This is an optimization exercise on Yosys and OpenROAD, whose aim is small area, not a production implementation.
In this exercise RTL edits were held to simulation tests only and were not proved equivalent to the original.
Power figures rest on the tool's default switching activity, not on a simulated workload.

$ cat flow/flow/run.sh
#!/bin/bash
# The standard layout (the standard.sh, synthesis included, unchanged)
# with two settings of its own:
#  - the port buffers are the smallest buffer, sky130_fd_sc_hd__buf_1;
set -euo pipefail
bash standard.sh \
  "BUFFER_PORTS_ARGS=-buffer_cell sky130_fd_sc_hd__buf_1" \
  "CTS_ARGS=-sink_clustering_enable -repair_clock_nets -buf_list sky130_fd_sc_hd__clkbuf_8 -sink_clustering_size 18 -sink_clustering_max_diameter 80 -dont_use_dummy_load" \
  finish > make_finish.log 2>&1
$ cat flow/standard.sh
#!/bin/bash
# synth_recipe.tcl (not shown) runs the flow's synth.tcl, then flattens the netlist and writes it again
# the make line also repeats each setting of config.mk as NAME=value (left out here)
make -C /OpenROAD-flow-scripts/flow DESIGN_CONFIG=/design/flow/config.mk WORK_HOME=/design/flow/orfs CLKGATE_MAP_FILE= SYNTH_SCRIPT=/design/flow/synth_recipe.tcl "${@:-finish}"
$ cat flow/config.mk
export PLATFORM = sky130hd
export DESIGN_NAME = cctv_motion_top
export DESIGN_NICKNAME = cctv_motion_top
export VERILOG_FILES = /design/flow/design.v
export SDC_FILE = /design/flow/constraint.sdc
export NUM_CORES = 4
export LEC_CHECK = 0
export CAP_MARGIN = 20
export CORE_MARGIN = 2
export CORE_UTILIZATION = 65
export PLACE_DENSITY = 0.75
export SLEW_MARGIN = 20
$ cat flow/constraint.sdc
create_clock -name core_clock -period 7.0 [get_ports {pclk}]
set_input_delay 1.4000 -clock core_clock [delete_from_list [all_inputs] [get_ports {pclk}]]
set_output_delay 1.4000 -clock core_clock [all_outputs]
set_load 0.01 [all_outputs]
$ cat flow/design.v
`default_nettype none
package cctv_pkg;
    localparam int frame_width  = 16;                          
    localparam int frame_height = 12;                          
    localparam int frame_pixels = frame_width * frame_height;  
    localparam int pix_addr_w   = $clog2(frame_pixels);        
    localparam int diff_count_w = $clog2(frame_pixels + 1);    
    localparam int line_cnt_w   = $clog2(frame_height + 1);    
    typedef logic [11:0]             rgb_t;         
    typedef logic [3:0]              gray_t;        
    typedef logic [pix_addr_w-1:0]   pix_addr_t;    
    typedef logic [diff_count_w-1:0] diff_count_t;  
    typedef logic [line_cnt_w-1:0]   line_cnt_t;    
    typedef logic [7:0]              cam_byte_t;    
    typedef logic [3:0]              pix_thresh_t;  
    typedef logic [7:0]              det_thresh_t;  
    typedef logic [7:0]              gray_sum_t;    
    localparam gray_sum_t gray_w_red   = 8'd5;
    localparam gray_sum_t gray_w_green = 8'd9;
    localparam gray_sum_t gray_w_blue  = 8'd2;
endpackage
`default_nettype wire
`timescale 1ns/1ps
`default_nettype none
module camera_capture (
    input  wire                   pclk,
    input  wire                   rst_n,
    input  wire                   href,
    input  wire                   vref,
    input  wire cctv_pkg::cam_byte_t ov7670_data,
    output logic                  pix_valid,    
    output cctv_pkg::rgb_t        pix_rgb,      
    output logic                  frame_end     
);
    logic       byte_phase;  
    logic       vref_d;      
    logic [6:0] first_byte;  
    assign pix_valid = href & byte_phase;
    assign pix_rgb = {first_byte[6:3],                  
                      first_byte[2:0], ov7670_data[7],  
                      ov7670_data[4:1]};                
    always_ff @(posedge pclk or negedge rst_n) begin
        if (!rst_n) begin
            byte_phase <= 1'b0;
            vref_d     <= 1'b0;
            frame_end  <= 1'b0;
        end else begin
            vref_d     <= vref;
            frame_end  <= vref & ~vref_d;
            byte_phase <= href & ~byte_phase;
        end
    end
    always_ff @(posedge pclk) begin
        first_byte <= {ov7670_data[7:4], ov7670_data[2:0]};
    end
endmodule
`default_nettype wire
`timescale 1ns/1ps
`default_nettype none
module motion_differ (
    input  wire                     pclk,
    input  wire                     rst_n,
    input  wire                     pix_valid,
    input  wire cctv_pkg::rgb_t     pix_rgb,
    input  wire                     frame_end,
    input  wire cctv_pkg::pix_thresh_t pixel_threshold,
    output logic                    diff_hit,     
    output logic                    frame_done
);
    localparam int ring_len = 8;
    localparam int n_rings  = cctv_pkg::frame_pixels / ring_len;
    localparam int ph_w     = $clog2(ring_len);
    localparam int q_len    = ring_len / 2;
    localparam int q_w      = $clog2(q_len + 1);
    cctv_pkg::gray_t     chain [cctv_pkg::frame_pixels];  
    cctv_pkg::gray_t     queue [1:q_len];                 
    logic [ph_w-1:0]     phase;       
    logic [q_w-1:0]      pending;     
    cctv_pkg::gray_sum_t gray_sum;
    cctv_pkg::gray_t     cur_gray;
    cctv_pkg::gray_t     prev_gray;
    logic                changed;
    cctv_pkg::gray_t     shift_in;
    logic [ph_w-1:0]     prev_slot;
    logic                shift;
    logic                primed;      
    logic [6:0]          red_blue;    
    logic [4:0]          diff;        
    logic [4:0]          neg_margin;  
    logic [4:0]          pos_margin;  
    assign red_blue = {1'b0, pix_rgb[11:8], 2'b0} + {3'b0, pix_rgb[3:0], 1'b0}
                    + {3'b0, pix_rgb[11:8]};
    assign gray_sum = {1'b0, red_blue} + {1'b0, pix_rgb[7:4], 3'b0}
                    + {4'b0, pix_rgb[7:4]};
    assign cur_gray = gray_sum[7:4];
    assign prev_slot = ph_w'(ring_len - 1) - ph_w'(pending) + phase;
    assign prev_gray = chain[cctv_pkg::frame_pixels - ring_len + int'(prev_slot)];
    assign diff       = {1'b0, cur_gray} - {1'b0, prev_gray};
    assign neg_margin = {1'b0, pixel_threshold} + diff;
    assign pos_margin = diff - {1'b0, pixel_threshold} - 5'd1;
    assign changed    = diff[4] ? neg_margin[4] : ~pos_margin[4];
    assign shift    = (phase == '0) & (pix_valid | (pending != '0));
    assign shift_in = (pending == '0) ? cur_gray : queue[pending];
    always_ff @(posedge pclk) begin
        for (int m = 0; m < n_rings; m++) begin
            if (m == 0)
                chain[0] <= shift ? shift_in : chain[ring_len-1];
            else
                chain[m*ring_len] <= shift ? chain[m*ring_len-1]
                                           : chain[m*ring_len+ring_len-1];
            for (int j = 1; j < ring_len; j++)
                chain[m*ring_len+j] <= chain[m*ring_len+j-1];
        end
        if (pix_valid) begin
            queue[1] <= cur_gray;
            for (int k = 2; k <= q_len; k++)
                queue[k] <= queue[k-1];
        end
    end
    always_ff @(posedge pclk or negedge rst_n) begin
        if (!rst_n) begin
            phase      <= '0;
            pending    <= '0;
            diff_hit   <= 1'b0;
            frame_done <= 1'b0;
            primed     <= 1'b0;
        end else begin
            if (!shift)
                phase <= phase + ph_w'(1);
            pending    <= pending + q_w'(pix_valid) - q_w'(shift);
            frame_done <= frame_end;
            if (frame_end) primed <= 1'b1;
            diff_hit <= pix_valid & primed & changed;
        end
    end
endmodule
`default_nettype wire
`timescale 1ns/1ps
`default_nettype none
module motion_counter (
    input  wire                     pclk,
    input  wire                     rst_n,
    input  wire                     diff_hit,
    input  wire                     frame_done,
    input  wire cctv_pkg::det_thresh_t detection_threshold,
    output logic                    motion_detected,
    output logic [15:0]             motion_detected_led,
    output cctv_pkg::diff_count_t   diff_pixel_cnt,
    output logic                    motion_update
);
    cctv_pkg::diff_count_t run_cnt;   
    always_ff @(posedge pclk or negedge rst_n) begin
        if (!rst_n) begin
            run_cnt         <= '0;
            motion_update   <= 1'b0;
            motion_detected <= 1'b0;
            diff_pixel_cnt  <= '0;
        end else begin
            motion_update <= frame_done;
            if (frame_done) begin
                run_cnt         <= '0;    
                diff_pixel_cnt  <= run_cnt;
                motion_detected <= (run_cnt > detection_threshold);
            end else if (diff_hit) begin
                run_cnt <= run_cnt + cctv_pkg::diff_count_t'(1);
            end
        end
    end
    assign motion_detected_led = {16{motion_detected}};
endmodule
`default_nettype wire
`timescale 1ns/1ps
`default_nettype none
module cctv_motion_top (
    input  wire                     pclk,
    input  wire                     rst_n,
    input  wire                     href,
    input  wire                     vref,
    input  wire cctv_pkg::cam_byte_t   ov7670_data,
    input  wire cctv_pkg::pix_thresh_t pixel_threshold,
    input  wire cctv_pkg::det_thresh_t detection_threshold,
    output logic                    motion_detected,
    output logic [15:0]             motion_detected_led,
    output cctv_pkg::diff_count_t   diff_pixel_cnt,
    output logic                    motion_update
);
    logic           pix_valid;
    cctv_pkg::rgb_t pix_rgb;
    logic           frame_end;
    logic           diff_hit;
    logic           frame_done;
    camera_capture u_capture (
        .pclk        (pclk),
        .rst_n       (rst_n),
        .href        (href),
        .vref        (vref),
        .ov7670_data (ov7670_data),
        .pix_valid   (pix_valid),
        .pix_rgb     (pix_rgb),
        .frame_end   (frame_end)
    );
    motion_differ u_differ (
        .pclk            (pclk),
        .rst_n           (rst_n),
        .pix_valid       (pix_valid),
        .pix_rgb         (pix_rgb),
        .frame_end       (frame_end),
        .pixel_threshold (pixel_threshold),
        .diff_hit        (diff_hit),
        .frame_done      (frame_done)
    );
    motion_counter u_counter (
        .pclk                (pclk),
        .rst_n               (rst_n),
        .diff_hit            (diff_hit),
        .frame_done          (frame_done),
        .detection_threshold (detection_threshold),
        .motion_detected     (motion_detected),
        .motion_detected_led (motion_detected_led),
        .diff_pixel_cnt      (diff_pixel_cnt),
        .motion_update       (motion_update)
    );
endmodule
`default_nettype wire
==> run notes, run 1 <==
Antenna Violating Nets Remaining=0; Post-CTS Setup Inserts=0; yosys warns=9; skew final=between 0.06 and 0.07 ns; routability congestion estimate=~0.75; FF-to-FF path depth=16; Routed WL=between 20 and 25 mm; Most common cell on crit path=fa_1; placed inst area=just over 20000 µm²; CTS tree=done; die span in y=~180 µm; Crit Path Class=primary input to flop; number of flops mapped to enable cells by yosys=16; layout cell share with drive strength beyond 1=a little over an eighth; CP Max Fanout=4; CP Buf/Inv Count=5; period utilization=73.50%; WL/cell=between 10 and 15 µm; startpoint types=primary input; Max clock buf depth=3; gr usage total=14.67%; Synth Area in Compound Gates=1.530%; syn_area_per_cell=between 15 and 20 µm²; most frequent cells in the layout=775 x dfxtp_1, 99 x mux2_2, 51 x clkbuf_8, 48 x buf_1, 46 x inv_1; worst skew pair latency=between 0.6 and 0.7 ns; Ports=50; multiplexer share of the synthesized area=6.843%; maximum capacitance violations=0; final hold slack=0.2859 ns; RR Endpoint=u_differ.diff_hit$_DFF_PN0_; Root Driver=clkbuf_8; Final Hold Fails=0; nets=~1.3k; Vias=between 7k and 8k; largest family of logic cells by synthesized area=multiplexers; Static Leak=~8.7 nW; CP max-delay cell=fa_1; synth unique cells=47; Worst EP required=roughly 7.5 ns; critical path arrival=about 5.6 ns; first-pass GRT wire length=~38 mm; Final Max Slew Viols=0; CTS clk-pin slew, worst paths=~0.11 ns; fin area=21070 µm²; largest net degree at the start of global routing=between 60 and 70; Post-Synth XOR/XNOR Area=less than 1%; Min-Delay Endpoint=u_differ.chain[175][3]$_DFF_P_; ys async rst share=3.654%; fmax=~200 MHz; relative slew slack=approximately two fifths; Avg Vias per Cell=between 4 and 5; drt pass-1 iters=4; Hold Crit Class=flop to flop; Max VDD drop=around 0.24 mV; TritonCTS buffer count=about 50; Clock H-tree levels=2; Syn Nets=about 1.3k; full die area=about 32000 µm²; Final min period=between 5 and 6 ns; row count=64; Synth-to-Final Area Change=5.993%; number of I/O port buffers=a little under 50; cts hold-fix bufs=0; Yosys reg bits=821; area share of fa/ha/maj cells after synthesis=3.223%; critical path endpoint category=flop; core footprint=roughly 30000 µm²; Seq/Total Area, Yosys=84.26%; starting density of the core=around two thirds; status=no timing/DRC/antenna violations; RSZ-0062 raised after global routing=no; power density over the cells=approximately 380 nW/µm²; Finish-stage setup viols=0; simple-gate area share of the yosys netlist=under 10%; commonest non-fill, non-tap cell in the layout=dfxtp_1; hold path start=u_differ.chain[174][3]$_DFF_P_; die width=between 150 and 200 µm; Crit path largest cell delay=about 0.54 ns; Clock Sinks=821; FF-to-FF Start=u_capture.first_byte[2]$_DFF_P_; initial antenna violation count=0; Post-CTS Resized=0; worst hold path depth=0; r2r setup slk=between 2 and 2.5 ns; n_diodes=0; CP Cell Sequence=buf_1 -> inv_1 -> fa_1 -> inv_1 -> fa_1 -> fa_1 -> nand3_1 -> fa_1 -> xnor2_1 -> inv_1 -> fa_1 -> inv_1 -> ha_1 -> a31oi_1 -> o21bai_1 -> a211o_1 -> a21oi_1; Post-Syn Area=roughly 20000 µm²; Least-Margin Pin Slew=0.8913 ns; Syn Inst Count=1186; setup TNS=0 ns; CP top delay family=adder cells; vias in the first global route=approximately 7.8k; DR iter-0 viols=just over 300; DRC violations left=0; Post-DP HPWL=~13 mm; Most used DFF post-synth=dfxtp_1; Remaining Overflow, GRT=0
==> worst max path at each step <==
stage                         from                           to  slack, ns  cells past startpoint
floorplan           ov7670_data[3]  u_differ.diff_hit$_DFF_PN0_       1.67                     16
global placement    ov7670_data[7]  u_differ.diff_hit$_DFF_PN0_       1.38                     17
detailed placement  ov7670_data[7]  u_differ.diff_hit$_DFF_PN0_       1.26                     17
CTS                 ov7670_data[7]  u_differ.diff_hit$_DFF_PN0_       1.86                     17
global route        ov7670_data[7]  u_differ.diff_hit$_DFF_PN0_       1.65                     17
finish              ov7670_data[7]  u_differ.diff_hit$_DFF_PN0_       1.85                     17
==> metal layers <==
metal	up-vias	GRT usage (%)	part of all wire [%]
met1	3621	20.96	51
li1	3900	-	-
met4	0	5.962	2.8
met3	51	2.969	3.2
met2	83	22.13	43
met5	-	0	0
==> synth_stat cells (all sizes together), types with 10 or more instances <==
cell type	n	area, µm²
nand2	13	48.80
mux2	104	1175
dfrtp	30	750.7
inv	46	172.7
edfxtp	16	480.5
xnor2	10	95.10
ha	32	400.4
nor2	22	82.58
buf	28	191.4
dfxtp	775	15510
a21oi	18	90.09
fa	12	240.2
==> layout make-up <==
type | count | area (µm²)
Clock buffer | 51 | 701.9
Fill cell | 2006 | 9283
Inverter | 46 | 172.7
Multi-Input combinational cell | 284 | 2750
Sequential cell | 821 | 16750
Tap cell | 396 | 495.5
Timing Repair Buffer | 51 | 200.2
==> power by group <==
part           internal (mW)  switching [mW]  total, mW  leakage [nW]
logic                  0.460           0.536      0.995          1.52
registers               5.01           0.145       5.15          6.81
clock network          0.657            1.23       1.88         0.367
==> stage by stage <==
stage | setup slack (ns) | utilization, % | total power [mW] | std cells
after global placement | 1.378 | 67.10 | 6.210 | 1598
final | 1.855 | 69.41 | 8.033 | 1649
after CTS | 1.863 | 69.41 | 8.122 | 1649
after floorplan | 1.670 | - | 6.031 | 1186
after global routing | 1.645 | 69.41 | 8.414 | 1649
after detailed placement | 1.264 | 67.10 | 6.252 | 1598
==> kinds of logic after synthesis <==
logic type,after synthesis
buf+inv,81
mux,115
compound gates,49
flops,821
fa+ha+maj,44
xor+xnor,17
simple gates,59
==> state kept, by name, indices dropped and copies added, names as in the netlist <==
register	count
u_counter.run_cnt	8
u_differ.diff_hit	1
u_differ.primed	1
u_capture.vref_d	1
u_capture.frame_end	1
u_counter.motion_detected	1
u_differ.pending	3
u_capture.first_byte	7
u_capture.byte_phase	1
u_differ.chain	768
u_counter.diff_pixel_cnt	8
u_differ.queue	16
u_counter.motion_update	1
u_differ.phase	3
u_differ.frame_done	1
==> inputs of run 2 (changes only) <==
--- a/flow/design.v
+++ b/flow/design.v
@@ -84,4 +84,9 @@
     logic [ph_w-1:0]     prev_slot;
     logic                shift;
+    logic                shift_q;     
+    logic                rotate_q;    
+    logic                shift_next;
+    logic [ph_w-1:0]     phase_next;
+    logic [q_w-1:0]      pending_next;
     logic                primed;      
     logic [6:0]          red_blue;    
@@ -100,13 +105,17 @@
     assign pos_margin = diff - {1'b0, pixel_threshold} - 5'd1;
     assign changed    = diff[4] ? neg_margin[4] : ~pos_margin[4];
-    assign shift    = (phase == '0) & (pix_valid | (pending != '0));
-    assign shift_in = (pending == '0) ? cur_gray : queue[pending];
+    assign pending_next = pending + q_w'(pix_valid) - q_w'(shift);
+    assign phase_next   = shift ? phase : phase + ph_w'(1);
+    assign shift_next   = (phase_next == '0) & (pending_next != '0);
+    assign shift        = shift_q;
+    assign shift_in     = queue[pending];
     always_ff @(posedge pclk) begin
         for (int m = 0; m < n_rings; m++) begin
             if (m == 0)
-                chain[0] <= shift ? shift_in : chain[ring_len-1];
+                chain[0] <= ({4{shift_q}}  & shift_in) |
+                            ({4{rotate_q}} & chain[ring_len-1]);
             else
-                chain[m*ring_len] <= shift ? chain[m*ring_len-1]
-                                           : chain[m*ring_len+ring_len-1];
+                chain[m*ring_len] <= ({4{shift_q}}  & chain[m*ring_len-1]) |
+                                     ({4{rotate_q}} & chain[m*ring_len+ring_len-1]);
             for (int j = 1; j < ring_len; j++)
                 chain[m*ring_len+j] <= chain[m*ring_len+j-1];
@@ -122,11 +131,14 @@
             phase      <= '0;
             pending    <= '0;
+            shift_q    <= 1'b0;
+            rotate_q   <= 1'b1;
             diff_hit   <= 1'b0;
             frame_done <= 1'b0;
             primed     <= 1'b0;
         end else begin
-            if (!shift)
-                phase <= phase + ph_w'(1);
-            pending    <= pending + q_w'(pix_valid) - q_w'(shift);
+            phase      <= phase_next;
+            pending    <= pending_next;
+            shift_q    <= shift_next;
+            rotate_q   <= ~shift_next;
             frame_done <= frame_end;
             if (frame_end) primed <= 1'b1;
==> run notes, run 2 <==
status=no timing/DRC/antenna violations; worst skew pair latency=0.60 ns (about the same); max reg flops=768 (unchanged); TritonCTS buffer count=51 (unchanged); Crit Path Class=primary input to flop; Max clock buf depth=3 (unchanged); Post-synth top cells=775 x dfxtp_1, 92 x a22o_1, 39 x inv_1; power density over the cells=364.4 nW/µm² (-4.4%); yosys warns=9 (unchanged); WL/cell=14.72 µm (+7.5%); Seq/Total Area, Yosys=85.73% (+1.5 points); skew final=0.05091 ns (-0.01496 ns); number of I/O port buffers=49 (unchanged); largest net degree at the start of global routing=97 (+45%); Power Total=7.562 mW (-5.9%); Synth-to-Final Area Change=5.907% (about the same); area share of fa/ha/maj cells after synthesis=3.206% (-0.017 points); Avg Vias per Cell=4.814 (+3.7%); Final min period=5.421 ns (+0.2761 ns); Finished Layout Cells=1617 (-1.9%); Ports=50 (unchanged); die span in y=177.6 µm (-0.70%); critical path endpoint category=flop; maximum capacitance violations=0 (unchanged); Post-CTS Setup Inserts=0 (unchanged); most frequent cells in the layout=775 x dfxtp_1, 92 x a22o_1, 51 x clkbuf_8, 48 x buf_1, 39 x inv_1; nets=1296 (-2.0%); initial antenna violation count=0 (unchanged); Synth Area in Compound Gates=5.230% (+3.7 points); CTS clk-pin slew, worst paths=0.10 ns (about the same); CP Max Fanout=2 (-2); relative slew slack=28.71% (-12 points); Routed WL=23.80 mm (+5.4%); number of flops mapped to enable cells by yosys=16 (unchanged); core footprint=29640 µm² (-2.3%); Final Hold Fails=0 (unchanged); drt pass-1 iters=4 (unchanged); Synth area leaders=dfxtp_1 79%, a22o_1 4.1%, dfrtp_1 4.0%; Least-Margin Pin Slew=1.069 ns (+0.1780 ns); synth unique cells=42 (-11%); fmax=184.5 MHz (-5.1%); n_diodes=0 (unchanged); Hold Crit Class=flop to flop; Most used DFF post-synth=dfxtp_1; Max VDD drop=0.2226 mV (-8.8%); period utilization=77.45% (+3.9 points); cts hold-fix bufs=0 (unchanged); met2 WL post-DR=9.800 mm (+1.2%); simple-gate area share of the yosys netlist=1.277% (-0.12 points); Remaining Overflow, GRT=0 (unchanged); setup TNS=0 ns (unchanged); syn_area_per_cell=16.76 µm² (about the same); Root Driver=clkbuf_8; RSZ-0062 raised after global routing=no; Clock H-tree levels=2 (unchanged); M1 WL=12.67 mm (+9.8%); Clock Sinks=823 (+0.24%); max layer used=met4; starting density of the core=66.11% (+0.62 points); Yosys reg bits=823 (+0.24%); ys async rst share=3.888% (+0.23 points); Syn Inst Count=1169 (-1.4%); first-pass GRT wire length=40.25 mm (+7.1%); Worst EP required=7.44 ns (-0.05 ns); critical path arrival=5.86 ns (+0.22 ns); Reg with most FFs=u_differ.chain; DR iter-0 viols=431 (+39%); Regs by FF count=u_differ.chain: 768 flops, u_differ.queue: 16 flops; DRC violations left=0 (unchanged); Synth top area share=79.19% (+1.1 points); die width=177.6 µm (-0.70%); Finish-stage setup viols=0 (unchanged); CTS tree=done; Syn Nets=1236 (-1.4%); routability congestion estimate=0.7484 (about the same); commonest non-fill, non-tap cell in the layout=dfxtp_1; full die area=31550 µm² (-1.4%); leading area contributor after synthesis=dfxtp_1; Antenna Violating Nets Remaining=0 (unchanged); Vias=7784 (+1.7%); vias in the first global route=8047 (+2.7%); most frequent cell after synthesis=dfxtp_1; Final Max Slew Viols=0 (unchanged); layout cell share with drive strength beyond 1=6.520% (-6.5 points); WL met3=730 µm (+0.41%); multiplexer share of the synthesized area=1.743% (-5.1 points); largest family of logic cells by synthesized area=compound AO/OA/AOI/OAI gates; gr usage total=15.89% (+1.2 points); Post-Synth XOR/XNOR Area=0.8366% (+0.050 points); Post-Syn Area=19590 µm² (-1.4%); Post-CTS Resized=0 (unchanged); startpoint types=primary input; Post-DP HPWL=13.51 mm (+2.0%); Static Leak=8.431 nW (-3.0%); row count=63 (-1.6%); dpl cells=1566 (-2.0%)
-- run 2: final cells by class --
class                           count  area [µm²]
Clock buffer                       51       701.9
Fill cell                        1959        8889
Inverter                           41       153.9
Multi-Input combinational cell    262        2409
Sequential cell                   823       16800
Tap cell                          390       488.0
Timing Repair Buffer               50       192.7
-- run 2: where the power goes --
| part | total [mW] | internal (mW) | switching, mW |
|---|---|---|---|
| registers | 5.06 | 4.91 | 0.152 |
| logic | 0.607 | 0.280 | 0.327 |
| clock network | 1.89 | 0.657 | 1.23 |
-- run 2: worst paths after layout --
path                                                      start                                       to  slack, ns  cells after the start
worst max-delay path                             ov7670_data[7]              u_differ.diff_hit$_DFF_PN0_       1.58                     18
worst min-delay path              u_differ.chain[26][3]$_DFF_P_            u_differ.chain[27][3]$_DFF_P_       0.30                      0
worst max register to register  u_capture.first_byte[2]$_DFF_P_              u_differ.diff_hit$_DFF_PN0_       2.13                     17
worst min register to register    u_differ.chain[26][3]$_DFF_P_            u_differ.chain[27][3]$_DFF_P_       0.30                      0
max in group asynchronous                                 rst_n               u_differ.shift_q$_DFF_PN0_       5.56                      1
min in group asynchronous                                 rst_n  u_counter.diff_pixel_cnt[3]$_DFFE_PN0P_       0.88                      1
-- run 2: cell families after synthesis --
group           after synthesis
simple gates                 50
mux                          22
flops                       823
fa+ha+maj                    43
compound gates              130
xor+xnor                     17
buf+inv                      84
-- run 2: routing by layer --
metal,track usage (%),vias to the layer above
met5,0,-
met4,5.020,0
met3,2.956,50
met2,23.22,81
met1,24.24,3755
li1,-,3898
-- run 2: critical path: stages --
cell and delay, ns:
buf_1 0.08, inv_1 0.07, fa_1 0.51, inv_1 0.06, fa_1 0.48, fa_1 0.52
nand2_1 0.05, or4_1 0.46, fa_1 0.43, xor2_1 0.26, inv_1 0.10, ha_1 0.30
a21o_1 0.15, a21oi_1 0.17, xnor2_1 0.11, ha_1 0.30, o21ai_0 0.09, a221oi_1 0.32
-- run 2: stage by stage --
stage | setup WS [ns] | utilization, % | area (µm²) | hold WS (ns)
finish | 1.579 | 70.01 | 20750 | 0.2952
global route | 1.373 | 70.01 | 20750 | 0.2996
CTS | 1.594 | 70.01 | 20750 | 0.2993
detailed placement | 0.9941 | 67.64 | 20050 | 0.3121
global placement | 1.178 | 67.64 | 20050 | 0.3101
floorplan | 1.436 | - | 19590 | 0.3096
==> inputs of run 3 (changes only) <==
==> flow/flow/run.sh (replaced) <==
#!/bin/bash
# The standard layout (the standard.sh, synthesis included, unchanged)
# with two settings of its own:
#  - the port buffers are the smallest buffer, sky130_fd_sc_hd__buf_1;
set -euo pipefail
bash standard.sh \
  "BUFFER_PORTS_ARGS=-buffer_cell sky130_fd_sc_hd__buf_1" \
  "CTS_ARGS=-sink_clustering_enable -repair_clock_nets -buf_list sky130_fd_sc_hd__clkbuf_8 -sink_clustering_size 20 -sink_clustering_max_diameter 60 -dont_use_dummy_load" \
  finish > make_finish.log 2>&1
--- a/flow/config.mk
+++ b/flow/config.mk
@@ -9,4 +9,4 @@
 export CORE_MARGIN = 2
 export CORE_UTILIZATION = 65
-export PLACE_DENSITY = 0.75
+export PLACE_DENSITY = 0.9
 export SLEW_MARGIN = 20
==> run notes, run 3 <==
status=no timing/DRC/antenna violations; largest family of logic cells by synthesized area=compound AO/OA/AOI/OAI gates; vias in the first global route=8459 (+5.1%); CP Max Fanout=2 (unchanged); first-pass GRT wire length=43.49 mm (+8.1%); largest net degree at the start of global routing=97 (unchanged); Static Leak=8.410 nW (-0.25%); Avg Vias per Cell=4.891 (+1.6%); area share of fa/ha/maj cells after synthesis=3.206% (unchanged); Post-CTS Resized=0 (unchanged); routability congestion estimate=0.7818 (+4.5%); Syn Nets=1236 (unchanged); nets=1293 (-0.23%); Max VDD drop=0.2095 mV (-5.9%); layout cell share with drive strength beyond 1=6.291% (-0.23 points); Root Driver=clkbuf_8; number of flops mapped to enable cells by yosys=16 (unchanged); critical path arrival=5.98 ns (+0.12 ns); Routed WL=26.45 mm (+11%); setup TNS=0 ns (unchanged); leading area contributor after synthesis=dfxtp_1; core footprint=29640 µm² (unchanged); Synth Area in Compound Gates=5.230% (unchanged); final hold slack=0.2975 ns (+0.002379 ns); Hold Crit Class=flop to flop; commonest non-fill, non-tap cell in the layout=dfxtp_1; most frequent cells in the layout=775 x dfxtp_1, 92 x a22o_1, 48 x clkbuf_8, 48 x buf_1, 39 x inv_1; fmax=181.6 MHz (-1.6%); startpoint types=primary input; ys async rst share=3.888% (unchanged); syn_area_per_cell=16.76 µm² (unchanged); RSZ-0062 raised after global routing=no; starting density of the core=66.11% (unchanged); skew final=0.04615 ns (-0.004764 ns); Crit Path Class=primary input to flop; critical path endpoint category=flop; Finish-stage setup viols=0 (unchanged); Syn Inst Count=1169 (unchanged); relative slew slack=29.40% (+0.69 points); synth unique cells=42 (unchanged); Least-Margin Pin Slew=1.059 ns (-0.01031 ns); Final Hold Fails=0 (unchanged); DR iter-0 viols=514 (+19%); maximum capacitance violations=0 (unchanged); WL/cell=16.39 µm (+11%); yosys warns=9 (unchanged); number of I/O port buffers=49 (unchanged); CTS tree=done; worst skew pair latency=0.60 ns (about the same); Synth-to-Final Area Change=5.716%; cts hold-fix bufs=0 (unchanged); most frequent cell after synthesis=dfxtp_1; Post-DP HPWL=15.99 mm (+18%); period utilization=78.69% (+1.2 points); Synth area leaders=dfxtp_1 79%, a22o_1 4.1%, dfrtp_1 4.0%; Worst EP required=7.47 ns (+0.03 ns); row count=63 (unchanged); Final min period=5.508 ns (+0.08685 ns); Reg with most FFs=u_differ.chain; CTS clk-pin slew, worst paths=0.11 ns (about the same); Remaining Overflow, GRT=0 (unchanged); simple-gate area share of the yosys netlist=1.277% (unchanged); full die area=31550 µm² (unchanged); Final Max Slew Viols=0 (unchanged); power density over the cells=365.0 nW/µm² (+0.15%); die width=177.6 µm (unchanged); initial antenna violation count=0 (unchanged); n_diodes=0 (unchanged); Clock Sinks=823 (unchanged); Ports=50 (unchanged); Max clock buf depth=3 (unchanged); Synth top area share=79.19% (unchanged); max reg flops=768 (unchanged); Post-CTS Setup Inserts=0 (unchanged); drt pass-1 iters=4 (unchanged); DRC violations left=0 (unchanged); Most used DFF post-synth=dfxtp_1; Seq/Total Area, Yosys=85.73% (unchanged); Regs by FF count=u_differ.chain: 768 flops, u_differ.queue: 16 flops; TritonCTS buffer count=48 (-5.9%); Antenna Violating Nets Remaining=0 (unchanged); Clock H-tree levels=2 (unchanged); Post-Syn Area=19590 µm² (unchanged); gr usage total=17.53% (+1.6 points); multiplexer share of the synthesized area=1.743% (unchanged); Post-synth top cells=775 x dfxtp_1, 92 x a22o_1, 39 x inv_1; Post-Synth XOR/XNOR Area=0.8366% (unchanged); die span in y=177.6 µm (unchanged); Yosys reg bits=823 (unchanged); Vias=7894 (+1.4%)
-- run 3: per-stage QoR --
step / util, % / power (mW) / cell area [µm²] / setup slack, ns / cells
after floorplan: - / 5.617 / 19590 / 1.436 / 1169
after global placement: 67.64 / 5.740 / 20050 / 1.210 / 1566
after detailed placement: 67.64 / 5.810 / 20050 / 0.9272 / 1566
after CTS: 69.87 / 7.613 / 20710 / 1.529 / 1614
after global routing: 69.88 / 7.860 / 20710 / 1.314 / 1614
final: 69.88 / 7.559 / 20710 / 1.492 / 1614
-- run 3: where the power goes --
| group | switching, mW | internal [mW] |
|---|---|---|
| clock network | 1.23 | 0.621 |
| logic | 0.364 | 0.284 |
| registers | 0.147 | 4.91 |
-- run 3: kinds of logic (layout without fill, tap and decap cells) --
group                      Yosys count  after routing
AOI/OAI and AO/OA                  130            130
xor gates and xnor gates            17             17
adders and majority gates           43             43
buffers and inverters               84            139
DFF                                823            823
muxes                               22             22
and+or+nand+nor                     50             50
-- run 3: worst paths after layout --
check,slack [ns],cells after the start,endpoint,from
worst max-delay path,1.49,18,u_differ.diff_hit$_DFF_PN0_,ov7670_data[7]
worst min-delay path,0.30,0,u_differ.chain[149][2]$_DFF_P_,u_differ.chain[148][2]$_DFF_P_
worst max register to register,2.05,17,u_differ.diff_hit$_DFF_PN0_,u_capture.first_byte[2]$_DFF_P_
worst min register to register,0.30,0,u_differ.chain[149][2]$_DFF_P_,u_differ.chain[148][2]$_DFF_P_
max in group asynchronous,5.57,1,u_differ.shift_q$_DFF_PN0_,rst_n
min in group asynchronous,0.86,1,u_differ.pending[2]$_DFF_PN0_,rst_n
-- run 3: area by class of cell --
cell class	instances	area (µm²)
sequential	823	16800
fill	1825	8926
multi-input combinational	262	2409
clock buffer	48	660.6
tap	390	488.0
timing repair buffer	50	196.4
inverter	41	153.9
-- run 3: critical path, stage by stage --
cell      delay [ns]
buf_1           0.09
inv_1           0.08
fa_1            0.50
inv_1           0.06
fa_1            0.48
fa_1            0.53
nand2_1         0.05
or4_1           0.46
fa_1            0.45
xor2_1          0.30
inv_1           0.10
ha_1            0.30
a21o_1          0.16
a21oi_1         0.22
xnor2_1         0.13
ha_1            0.31
o21ai_0         0.08
a221oi_1        0.29
-- run 3: routing by layer --
| metal | vias to the layer above | share of wire (%) | track usage, % |
|---|---|---|---|
| li1 | 3892 | - | - |
| met1 | 3855 | 48 | 24.81 |
| met2 | 103 | 47 | 28.34 |
| met3 | 44 | 2.8 | 2.828 |
| met4 | 0 | 2.0 | 4.986 |
| met5 | - | 0 | 0 |

-- what the ideal ports hide --
No port has a modelled driver above. Below, the same layouts with a new extraction and two added sets of constraints.
Step 1, drivers: a clkbuf_16 drives pclk and a buf_2 each remaining input, both assumed.
Step 2 times the ports against the registers' clock, not the clock port: input delays grow and output delays shrink by t, the midpoint of the rising clock arrivals with the driver on.
a / b / c = no drivers / after step 1 / after step 2; a / b = the first two.
run | t, ns | setup WS [ns] | hold slack, ns | worst register clock-pin slew, ns
run 1 | 0.622 | 1.855 / 1.875 / 1.253 | 0.286 / 0.286 / 0.286 | 0.11 / 0.11
run 2 | 0.620 | 1.579 / 1.601 / 0.981 | 0.295 / 0.295 / 0.295 | 0.11 / 0.11
run 3 | 0.616 | 1.492 / 1.518 / 0.902 | 0.298 / 0.298 / 0.298 | 0.12 / 0.12
After both steps every run listed still meets setup and hold. The setup slack of run 1, which loses most, moves by +0.020 ns with the drivers and by -0.602 ns with both steps.
